Background: an optimization exercise with open tools, aiming at small area, a short achievable clock period and few clock cycles per item. Do not read the settings as production practice.
Only simulation tests tie the RTL to the original design; equivalence was not proved.
Power and IR drop assume default switching activity.

==> flow/design.v <==
package mvu_cfg_pkg;
    typedef logic [6-1:0] bank_addr_t;    
    typedef logic [4-1:0]   prec_t;         
    typedef logic [10-1:0] cntdwn_t;       
    typedef struct packed {
        bank_addr_t ibaseaddr;       
        bank_addr_t wbaseaddr;       
        bank_addr_t istride;         
        bank_addr_t wstride;         
        prec_t      iprecision;      
        prec_t      wprecision;      
        logic       d_signed;        
        logic       w_signed;        
        cntdwn_t    countdown;       
    } job_cfg_t;
endpackage
package mvu_data_pkg;
    typedef logic [4-1:0] data_word_t;
    typedef logic [4*4-1:0] weight_word_t;
    typedef logic signed [32-1:0] acc_t;      
    typedef logic [4*32-1:0] acc_vec_t;
endpackage
`timescale 1ns/1ps
module mvu_add32 (
    input  logic [31:0] a,
    input  logic [31:0] b,
    output logic [31:0] y
);
    assign y = a + b;
endmodule
`timescale 1ns/1ps
module mvu_top (
    input  logic         clk,
    input  logic         rst_n,
    input  logic         start,
    input  mvu_cfg_pkg::bank_addr_t   ibaseaddr,
    input  mvu_cfg_pkg::bank_addr_t   wbaseaddr,
    input  mvu_cfg_pkg::bank_addr_t   istride,
    input  mvu_cfg_pkg::bank_addr_t   wstride,
    input  mvu_cfg_pkg::prec_t        iprecision,
    input  mvu_cfg_pkg::prec_t        wprecision,
    input  logic         d_signed,
    input  logic         w_signed,
    input  mvu_cfg_pkg::cntdwn_t      countdown,
    input  logic         wrc_en,
    input  mvu_cfg_pkg::bank_addr_t   wrc_addr,
    input  mvu_data_pkg::data_word_t   wrc_word,
    output logic         wrc_grnt,
    input  logic         rdc_en,
    input  mvu_cfg_pkg::bank_addr_t   rdc_addr,
    output mvu_data_pkg::data_word_t   rdc_word,
    output logic         rdc_grnt,
    input  logic         wrw_en,
    input  mvu_cfg_pkg::bank_addr_t   wrw_addr,
    input  mvu_data_pkg::weight_word_t wrw_word,
    output logic         done,
    output logic         irq,
    output mvu_data_pkg::acc_t         result_0,
    output mvu_data_pkg::acc_t         result_1,
    output mvu_data_pkg::acc_t         result_2,
    output mvu_data_pkg::acc_t         result_3
);
    localparam int NDP = 8;          
    localparam int DW  = 17;         
    localparam int W   = 32;
    logic [64*4-1:0]  dmem;          
    logic [64*16-1:0] wmem;          
    always_ff @(posedge clk) begin
        for (int i = 0; i < 64; i++) begin
            if (wrc_en && wrc_addr == 6'(i)) dmem[4*i +: 4]   <= wrc_word;
            if (wrw_en && wrw_addr == 6'(i)) wmem[16*i +: 16] <= wrw_word;
        end
    end
    function automatic logic [3:0] rd_d(input logic [64*4-1:0] m, input logic [5:0] a);
        rd_d = m[4*a +: 4];
    endfunction
    function automatic logic [15:0] rd_w(input logic [64*16-1:0] m, input logic [5:0] a);
        rd_w = m[16*a +: 16];
    endfunction
    function automatic logic [5:0] add3(input logic [5:0] a, input logic [5:0] b,
                                       input logic [5:0] c, input logic cin);
        logic [5:0] s, cy;
        s    = a ^ b ^ c;
        cy   = {((a[4:0] & b[4:0]) | (a[4:0] & c[4:0]) | (b[4:0] & c[4:0])), cin};
        add3 = s + cy;
    endfunction
    logic          ph2;              
    logic          wv;               
    logic          wfirst;           
    logic [2:0]    g;                
    logic          neg_l, neg_h;     
    logic [5:0]    a2_q [NDP-1];     
    logic [5:0]    isa_q;            
    logic [3:0]    ip_q;
    logic          ds_q;
    logic [5:0]    ws2_q;            
    logic [5:0]    nal, nah;         
    logic [15:0]   wl, wh;           
    logic [DW-1:0] dv [4];           
    logic [W-1:0]  acs [4];          
    logic [W-1:0]  acc [4];
    logic          done_q, irq_q;
    logic [5:0] s1, s2, s3, s4, s8, sn;
    assign s1 = istride;
    assign s2 = {istride[4:0], 1'b0};
    assign s4 = {istride[3:0], 2'b0};
    assign s8 = {istride[2:0], 3'b0};
    assign sn = ~istride;
    logic [5:0] da1 [NDP];           
    assign da1[0] = ibaseaddr;
    assign da1[1] = ibaseaddr + s1;
    assign da1[2] = ibaseaddr + s2;
    assign da1[3] = add3(ibaseaddr, s1, s2, 1'b0);
    assign da1[4] = ibaseaddr + s4;
    assign da1[5] = add3(ibaseaddr, s1, s4, 1'b0);
    assign da1[6] = add3(ibaseaddr, s2, s4, 1'b0);
    assign da1[7] = add3(ibaseaddr, s8, sn, 1'b1);
    logic [5:0] da [NDP];
    logic [3:0] dw [NDP];
    for (genvar p = 0; p < NDP; p++) begin : g_dport
        logic [5:0] a2;
        if (p < NDP - 1) begin : g_plain
            assign a2 = a2_q[p];
        end else begin : g_sign
            assign a2 = isa_q;           
        end
        if (p == 0) begin : g_p0
            assign da[p] = ph2 ? a2 : (start ? da1[p] : rdc_addr);
        end else begin : g_pn
            assign da[p] = ph2 ? a2 : da1[p];
        end
        assign dw[p] = rd_d(dmem, da[p]);
    end
    logic [3:0] dsw;
    assign dsw = dw[iprecision[2:0]];
    logic [5:0] t1, t2, t4, t8, t16;
    assign t1  = wstride;
    assign t2  = {wstride[4:0], 1'b0};
    assign t4  = {wstride[3:0], 2'b0};
    assign t8  = {wstride[2:0], 3'b0};
    assign t16 = {wstride[1:0], 4'b0};
    function automatic logic [5:0] add4(input logic [5:0] a, input logic [5:0] b,
                                       input logic [5:0] c, input logic [5:0] d);
        logic [5:0] s, cy;
        s    = a ^ b ^ c;
        cy   = {((a[4:0] & b[4:0]) | (a[4:0] & c[4:0]) | (b[4:0] & c[4:0])), 1'b0};
        add4 = add3(s, cy, d, 1'b0);
    endfunction
    logic [5:0] wcl [8];              
    logic [5:0] wch [8];              
    assign wcl[0] = wbaseaddr;
    assign wcl[1] = wbaseaddr + t2;
    assign wcl[2] = wbaseaddr + t4;
    assign wcl[3] = add3(wbaseaddr, t2, t4, 1'b0);
    assign wcl[4] = wbaseaddr + t8;
    assign wcl[5] = add3(wbaseaddr, t2, t8, 1'b0);
    assign wcl[6] = add3(wbaseaddr, t4, t8, 1'b0);
    assign wcl[7] = add3(wbaseaddr, t16, ~t2, 1'b1);
    assign wch[0] = wbaseaddr + t1;
    assign wch[1] = add3(wbaseaddr, t1, t2, 1'b0);
    assign wch[2] = add3(wbaseaddr, t1, t4, 1'b0);
    assign wch[3] = add3(wbaseaddr, t8, ~t1, 1'b1);
    assign wch[4] = add3(wbaseaddr, t1, t8, 1'b0);
    assign wch[5] = add4(wbaseaddr, t1, t2, t8);
    assign wch[6] = add4(wbaseaddr, t1, t4, t8);
    assign wch[7] = add3(wbaseaddr, t16, ~t1, 1'b1);
    logic [5:0] tal, tah;
    assign tal = wcl[wprecision[3:1]];
    assign tah = wch[wprecision[3:1]];
    logic [15:0] rwl, rwh;
    assign rwl = rd_w(wmem, start ? tal : nal);
    assign rwh = rd_w(wmem, start ? tah : nah);
    logic advance;                   
    logic wlast;
    assign advance = wv & ~ph2;
    assign wlast   = (g == 3'd0);
    always_ff @(posedge clk) begin
        if (!rst_n) begin
            wv     <= 1'b0;
            ph2    <= 1'b0;
            done_q <= 1'b0;
            irq_q  <= 1'b0;
        end else begin
            done_q <= advance & wlast & ~start;
            if (start) begin
                wv    <= 1'b1;
                ph2   <= iprecision[3];
                irq_q <= 1'b0;
            end else begin
                ph2 <= 1'b0;
                if (advance && wlast) begin
                    wv    <= 1'b0;
                    irq_q <= 1'b1;
                end
            end
        end
    end
    always_ff @(posedge clk) begin
        if (start) begin
            for (int p = 0; p < NDP - 1; p++) a2_q[p] <= ibaseaddr + 6'(p + 8) * istride;
            isa_q     <= ibaseaddr + iprecision * istride;
            ip_q      <= iprecision;
            ds_q      <= d_signed;
            ws2_q     <= t2;
            g         <= wprecision[3:1];
            wfirst    <= 1'b1;
            nal       <= tal - t2;
            nah       <= tah - t2;
            wl        <= rwl;
            wh        <= rwh & {16{wprecision[0]}};    
            neg_l     <= w_signed & ~wprecision[0];
            neg_h     <= w_signed & wprecision[0];
        end else if (advance && !wlast) begin
            g      <= g - 3'd1;
            wfirst <= 1'b0;
            nal    <= nal - ws2_q;
            nah    <= nah - ws2_q;
            wl     <= rwl;
            wh     <= rwh;
            neg_l  <= 1'b0;
            neg_h  <= 1'b0;
        end
    end
    for (genvar k = 0; k < 4; k++) begin : g_del
        always_ff @(posedge clk) begin
            if (start) begin
                for (int b = 0; b < NDP; b++)
                    dv[k][b] <= (4'(b) <= iprecision) ? dw[b][k] : (d_signed & dsw[k]);
                for (int b = NDP; b < DW; b++)
                    dv[k][b] <= d_signed & dsw[k];
            end else begin
                if (rdc_en) dv[k][0] <= dw[0][k];
                if (ph2) begin
                    for (int b = 0; b < NDP - 1; b++)
                        dv[k][NDP+b] <= (4'(NDP + b) <= ip_q) ? dw[b][k] : (ds_q & dw[NDP-1][k]);
                    dv[k][2*NDP-1] <= dw[NDP-1][k] & ((ip_q == 4'd15) | ds_q);
                    dv[k][2*NDP]   <= ds_q & dw[NDP-1][k];
                end
            end
        end
    end
    localparam logic [W-1:0] BIAS4 = -(W'(1) << 20);
    function automatic logic [2*W-1:0] csa(input logic [W-1:0] a, input logic [W-1:0] b,
                                           input logic [W-1:0] c);
        logic [W-1:0] s, cy;
        s   = a ^ b ^ c;
        cy  = ((a & b) | (a & c) | (b & c)) << 1;
        csa = {cy, s};
    endfunction
    logic [15:0] wlp, wln, whp, whn;
    assign wlp = wl & {16{~neg_l}};
    assign wln = wl & {16{neg_l}};
    assign whp = wh & {16{~neg_h}};
    assign whn = wh & {16{neg_h}};
    for (genvar j = 0; j < 4; j++) begin : g_lane
        logic [W-1:0] op [10];
        logic [W-1:0] r0;
        logic [W-1:0] s1, c1, s2, c2, s3, c3, s4, c4, s5, c5, s6, c6, s7, c7, s8, c8;
        logic [3:0]   cl, ch;
        for (genvar k = 0; k < 4; k++) begin : g_t
            logic [DW-1:0] vl, vh;
            assign vl = ({DW{wlp[4*j+k]}} & dv[k]) | ({DW{wln[4*j+k]}} & ~dv[k]);
            assign vh = ({DW{whp[4*j+k]}} & dv[k]) | ({DW{whn[4*j+k]}} & ~dv[k]);
            assign op[k]     = W'(vl ^ (DW'(1) << (DW-1)));
            assign op[4 + k] = (W'(vh ^ (DW'(1) << (DW-1))) << 1) | W'(cl[k]);
        end
        assign cl = wln[4*j +: 4];
        assign ch = whn[4*j +: 4];
        assign r0 = op[0] | (W'(wlast) << 18);
        assign op[8] = wfirst ? (BIAS4 | W'({ch[0] & ch[1], ch[0] ^ ch[1], 1'b0}))
                              : (acs[j] << 2);
        assign op[9] = wfirst ? W'({ch[2] & ch[3], ch[2] ^ ch[3], 1'b0}) : (acc[j] << 2);
        assign {c1, s1} = csa(r0, op[1], op[2]);
        assign {c2, s2} = csa(op[3], op[4], op[5]);
        assign {c3, s3} = csa(op[6], op[7], op[8]);
        assign {c4, s4} = csa(s1, c1, s2);
        assign {c5, s5} = csa(c2, s3, c3);
        assign {c6, s6} = csa(op[9], s4, c4);
        assign {c7, s7} = csa(s5, c5, s6);
        assign {c8, s8} = csa(s7, c7, c6);
        always_ff @(posedge clk) begin
            if (!rst_n) begin
                acs[j] <= '0;
                acc[j] <= '0;
            end else if (advance) begin
                acs[j] <= s8;
                acc[j] <= c8;
            end
        end
    end
    mvu_add32 u_res0 (.a(acs[0]), .b(acc[0]), .y(result_0));
    mvu_add32 u_res1 (.a(acs[1]), .b(acc[1]), .y(result_1));
    mvu_add32 u_res2 (.a(acs[2]), .b(acc[2]), .y(result_2));
    mvu_add32 u_res3 (.a(acs[3]), .b(acc[3]), .y(result_3));
    assign done     = done_q;
    assign irq      = irq_q;
    assign wrc_grnt = 1'b1;
    assign rdc_grnt = 1'b1;
    assign rdc_word = {dv[3][0], dv[2][0], dv[1][0], dv[0][0]};
endmodule
clock: 5.5 ns
lec_check: 0
abc_clock_period_in_ps: 1800
cap_margin: 20
core_margin: 2
core_utilization: 50
setup_slack_margin: 1.0
slew_margin: 20
synth_hierarchical: 1
run.sh (not shown) runs the stock make flow with config.mk's settings and CLKGATE_MAP_FILE= SYNTH_SCRIPT=/design/flow/synth_recipe.tcl, a recipe that flattens the netlist after the stock synthesis.
Testbench counts at the start, summed over its fixed seeds: cycles 3,367, jobs 960.
Then changed:
--- a/flow/design.v
+++ b/flow/design.v
@@ -88,9 +88,9 @@
     logic          wv;               
     logic          wfirst;           
     logic [2:0]    g;                
     logic          neg_l, neg_h;     
-    logic [5:0]    a2_q [NDP-1];     
+    logic [5:0]    ib8_q, istride_q;    
     logic [5:0]    isa_q;            
     logic [3:0]    ip_q;
     logic          ds_q;
     logic [5:0]    ws2_q;            
@@ -119,9 +119,9 @@
     logic [3:0] dw [NDP];
     for (genvar p = 0; p < NDP; p++) begin : g_dport
         logic [5:0] a2;
         if (p < NDP - 1) begin : g_plain
-            assign a2 = a2_q[p];
+            assign a2 = ib8_q + 6'(p) * istride_q;
         end else begin : g_sign
             assign a2 = isa_q;           
         end
         if (p == 0) begin : g_p0
@@ -196,10 +196,11 @@
         end
     end
     always_ff @(posedge clk) begin
         if (start) begin
-            for (int p = 0; p < NDP - 1; p++) a2_q[p] <= ibaseaddr + 6'(p + 8) * istride;
+            ib8_q     <= ibaseaddr + s8;
             isa_q     <= ibaseaddr + iprecision * istride;
+            istride_q <= istride;
             ip_q      <= iprecision;
             ds_q      <= d_signed;
             ws2_q     <= t2;
             g         <= wprecision[3:1];
@@ -246,31 +247,32 @@
         s   = a ^ b ^ c;
         cy  = ((a & b) | (a & c) | (b & c)) << 1;
         csa = {cy, s};
     endfunction
-    logic [15:0] wlp, wln, whp, whn;
-    assign wlp = wl & {16{~neg_l}};
-    assign wln = wl & {16{neg_l}};
-    assign whp = wh & {16{~neg_h}};
-    assign whn = wh & {16{neg_h}};
+    logic [DW-1:0] dnl [4];          
+    logic [DW-1:0] dnh [4];          
+    for (genvar k = 0; k < 4; k++) begin : g_dn
+        assign dnl[k] = dv[k] ^ {DW{neg_l}};
+        assign dnh[k] = dv[k] ^ {DW{neg_h}};
+    end
     for (genvar j = 0; j < 4; j++) begin : g_lane
         logic [W-1:0] op [10];
         logic [W-1:0] r0;
         logic [W-1:0] s1, c1, s2, c2, s3, c3, s4, c4, s5, c5, s6, c6, s7, c7, s8, c8;
-        logic [3:0]   cl, ch;
+        logic [3:0]   cl, ch, corr;
         for (genvar k = 0; k < 4; k++) begin : g_t
             logic [DW-1:0] vl, vh;
-            assign vl = ({DW{wlp[4*j+k]}} & dv[k]) | ({DW{wln[4*j+k]}} & ~dv[k]);
-            assign vh = ({DW{whp[4*j+k]}} & dv[k]) | ({DW{whn[4*j+k]}} & ~dv[k]);
+            assign vl = wl[4*j+k] ? dnl[k] : '0;
+            assign vh = wh[4*j+k] ? dnh[k] : '0;
             assign op[k]     = W'(vl ^ (DW'(1) << (DW-1)));
-            assign op[4 + k] = (W'(vh ^ (DW'(1) << (DW-1))) << 1) | W'(cl[k]);
+            assign op[4 + k] = W'(vh ^ (DW'(1) << (DW-1))) << 1;
         end
-        assign cl = wln[4*j +: 4];
-        assign ch = whn[4*j +: 4];
+        assign cl = wl[4*j +: 4] & {4{neg_l}};
+        assign ch = wh[4*j +: 4] & {4{neg_h}};
+        assign corr = 4'(cl[0] + cl[1] + cl[2] + cl[3]) + (4'(ch[0] + ch[1] + ch[2] + ch[3]) << 1);
         assign r0 = op[0] | (W'(wlast) << 18);
-        assign op[8] = wfirst ? (BIAS4 | W'({ch[0] & ch[1], ch[0] ^ ch[1], 1'b0}))
-                              : (acs[j] << 2);
-        assign op[9] = wfirst ? W'({ch[2] & ch[3], ch[2] ^ ch[3], 1'b0}) : (acc[j] << 2);
+        assign op[8] = wfirst ? (BIAS4 | W'(corr)) : (acs[j] << 2);
+        assign op[9] = wfirst ? '0 : (acc[j] << 2);
         assign {c1, s1} = csa(r0, op[1], op[2]);
         assign {c2, s2} = csa(op[3], op[4], op[5]);
         assign {c3, s3} = csa(op[6], op[7], op[8]);
         assign {c4, s4} = csa(s1, c1, s2);
After rerunning: The changed run passed the timing, design-rule and antenna checks; setup slack improves by 0.044 ns; total power is higher by about 1.3%; register-to-register slack degrades by 0.20 ns; global-route usage is lower by 1.4 points; hold slack degrades by 0.0061 ns; first-iteration DRC count is lower by 13%; cell count is lower by 3.1%; maximum frequency is higher by 0.88%; clock power is lower by about 7%; final area is lower by about 1.3%; non-clock buffer count is lower by 3; sequential share of layout area barely changes; clock-buffer cell count is lower by 12; wire length is lower by 7.2%.
Testbench counts after the change, summed over its fixed seeds: cycles 3,367, jobs 960.

what the ideal ports hide:
How much do the figures lean on ideal ports? The routed layouts below were timed once more, with nothing changed but the port constraints. Step 1 sets driving cells, clkbuf_16 on the clock port and buf_2 on the other inputs (assumed; they add their load-dependent delay and slew). Step 2 also shifts input and output timing later by t, the mid clock arrival at the registers, as if the neighbouring blocks saw the same clock. Three values: ideal ports, drivers, drivers and shift; two values: the first two.
run | t, ns | slack for setup (ns) | hold WS [ns] | worst setup path at the end
the first run | 0.994 | 0.507 / 0.575 / -0.419 | 0.464 / 0.464 / 0.464 | input to register
the second run | 0.989 | 0.551 / 0.567 / -0.359 | 0.458 / 0.425 / 0.458 | input to register
Met with ideal ports but missed after step 2: setup timing in the first run and the second run. The setup slack of the first run, which loses most, moves by +0.068 ns with the drivers and by -0.926 ns with both steps.
